This is an optimization exercise on Yosys and OpenROAD, whose aim is small area, not a production implementation.
The RTL was checked by simulation tests, not by an equivalence proof against the original design.
Power and IR drop assume default switching activity.

== wip/umber ==
// rx_receiver
module rx_receiver #(
	parameter int RX_CHANS = 4,
	parameter int DECIM    = 16,
	parameter int BUF_AW   = 7
) (
	input  logic                                cpu_clk,
	input  logic                                rst_i,
	input  logic signed [rx_pkg::ADC_BITS-1:0]  adc_data_i,
	input  logic                                cmd_wr_i,
	input  logic [1:0]                          cmd_op_i,
	input  logic [rx_pkg::FREQ_BITS-1:0]        cmd_data_i,
	input  logic                                rd_samp_i,
	input  logic                                srq_ack_i,
	output logic [rx_pkg::SAMP_BITS-1:0]        samp_o,
	output logic                                srq_o
);
For scale: ~14000 cells after synthesis.
export LEC_CHECK = 0
export CAP_MARGIN = 20
export CORE_MARGIN = 2
export CORE_UTILIZATION = 40
export CTS_BUF_LIST = sky130_fd_sc_hd__clkbuf_16
export CTS_CLUSTER_DIAMETER = 50
export CTS_CLUSTER_SIZE = 20
export SLEW_MARGIN = 20
export SYNTH_HIERARCHICAL = 1
export SYNTH_MINIMUM_KEEP_SIZE = 0
create_clock -name core_clock -period 11.0 [get_ports {cpu_clk}]
run.sh (not shown) runs the stock make flow with config.mk's settings and CLKGATE_MAP_FILE= SYNTH_SCRIPT=/design/flow/synth_recipe.tcl, a recipe that flattens the netlist after the stock synthesis.
Status wip/umber: flow complete, layout not clean - setup timing
> inputs changed (wip/umber -> wip/yarrow)
- CTS_BUF_LIST removed (was sky130_fd_sc_hd__clkbuf_16)
- CTS_CLUSTER_DIAMETER removed (was 50)
- CTS_CLUSTER_SIZE removed (was 20)
[summary]
The layout from wip/yarrow, despite a flow that completed every stage, fails the layout checks, with the failing checks listed as setup timing. First-pass GRT wire length delta (wip/umber -> wip/yarrow): insignificant. wip/umber → wip/yarrow: worst setup slack now larger; final cell count comparable. Total chip power went up slightly going from wip/umber to wip/yarrow. Per the comparison of wip/yarrow with wip/umber, ratio of cells with drive above 1 in the final layout barely changed; cell area climbed about 0.4%; number of instances resized during post-cts repair dropped 5.1%.

rx_receiver, a different RTL version from the one above (not shown whole).
Size in the first run: ~15000 cells after synthesis, ~70 I/O pins, roughly 0.18 mm² of cells after synthesis.
make LEC_CHECK=0 CAP_MARGIN=20 CORE_MARGIN=2 CORE_UTILIZATION=40 CTS_BUF_LIST=sky130_fd_sc_hd__clkbuf_16 CTS_CLUSTER_DIAMETER=70 CTS_CLUSTER_SIZE=26 PLACE_DENSITY=0.72 SLEW_MARGIN=20 SYNTH_HIERARCHICAL=1 SYNTH_MINIMUM_KEEP_SIZE=0 finish   # period 11.0 ns
The starting point passed the timing, design-rule and antenna checks.
==> next run, changes <==
--- a/flow/config.mk
+++ b/flow/config.mk
@@ -10,6 +10,6 @@
 export CORE_UTILIZATION = 40
 export CTS_BUF_LIST = sky130_fd_sc_hd__clkbuf_16
-export CTS_CLUSTER_DIAMETER = 70
-export CTS_CLUSTER_SIZE = 26
+export CTS_CLUSTER_DIAMETER = 90
+export CTS_CLUSTER_SIZE = 22
 export PLACE_DENSITY = 0.72
 export SLEW_MARGIN = 20
What happened: The changed run finished with timing, DRC and antenna clean. Die area does not change. Power came out higher by 0.63%. Setup slack gains 36 ps. Clock power came out higher by about 2%. Sequential share of layout area barely changes. Clock skew stays flat. Utilization barely changes.
==> next run, changes <==
--- a/flow/config.mk
+++ b/flow/config.mk
@@ -12,5 +12,4 @@
 export CTS_CLUSTER_DIAMETER = 90
 export CTS_CLUSTER_SIZE = 22
-export PLACE_DENSITY = 0.72
 export SLEW_MARGIN = 20
 export SYNTH_HIERARCHICAL = 1
The new run produced a clean layout.
Final area is higher by about 0.4%.
Clock skew is higher by 13 ps.
Wire length is higher by 5.2%.

Another version of the RTL of rx_receiver (not shown whole).
For scale: ~15000 cells after synthesis, ~180000 µm² of cells after synthesis.
==> flow/design.v (excerpt) <==
module rx_receiver #(
	parameter int RX_CHANS = 4,
	parameter int DECIM    = 16,
	parameter int BUF_AW   = 7
) (
	input  logic                                cpu_clk,
	input  logic                                rst_i,
	input  logic signed [rx_pkg::ADC_BITS-1:0]  adc_data_i,
	input  logic                                cmd_wr_i,
	input  logic [1:0]                          cmd_op_i,
	input  logic [rx_pkg::FREQ_BITS-1:0]        cmd_data_i,
	input  logic                                rd_samp_i,
	input  logic                                srq_ack_i,
	output logic [rx_pkg::SAMP_BITS-1:0]        samp_o,
	output logic                                srq_o
);
clock: 11.0 ns
lec_check: 0
cap_margin: 20
core_margin: 2
core_utilization: 40
cts_buf_list: sky130_fd_sc_hd__clkbuf_16
cts_cluster_diameter: 90
cts_cluster_size: 22
slew_margin: 20
synth_hierarchical: 1
synth_minimum_keep_size: 0
The first run finished clean.
Change:
- CTS_CLUSTER_DIAMETER: 90 -> 80
- CTS_CLUSTER_SIZE: 22 -> 25
Outcome:
- routed wire length barely changes
- critical path depth does not change
- register-to-register slack is about the same
- combinational power hardly moves
- fmax fell by 1.3%
- die area does not change
- worst setup slack is worse by 130 ps

==> re-timing with driven ports <==
The results above use ideal ports. As a check the final layouts listed here were re-extracted and re-timed, cells and wires unchanged.
Step 1 sets driving cells, clkbuf_16 on the clock port and buf_2 on the other inputs (assumed; they add their load-dependent delay and slew).
Step 2 times the ports against the registers' clock, not the clock port: input delays grow and output delays shrink by t, the midpoint of the rising clock arrivals with the driver on.
Slacks: no drivers / after step 1 / after step 2; pairs: no drivers / after step 1.
| run | t, ns | slack for setup (ns) | worst hold slack (ns) |
|---|---|---|---|
| wip/umber | 1.107 | -1.690 / -1.634 / -2.741 | 0.442 / 0.442 / 0.442 |
| wip/yarrow | 1.109 | -1.686 / -1.637 / -2.745 | 0.439 / 0.439 / 0.439 |
| the first run of note 2 | 1.125 | 0.950 / 0.950 / 0.950 | 0.370 / 0.370 / 0.370 |
| the second run of note 2 | 1.136 | 0.986 / 0.986 / 0.986 | 0.370 / 0.370 / 0.370 |
| the third run of note 2 | 1.143 | 0.892 / 0.892 / 0.892 | 0.374 / 0.374 / 0.374 |
| the first run of note 3 | 1.103 | 1.645 / 1.531 / 0.776 | 0.449 / 0.449 / 0.449 |
| the second run of note 3 | 1.083 | 1.518 / 1.410 / 0.738 | 0.453 / 0.453 / 0.453 |
The setup slack of wip/yarrow, which loses most, moves by +0.049 ns with the drivers and by -1.059 ns with both steps.
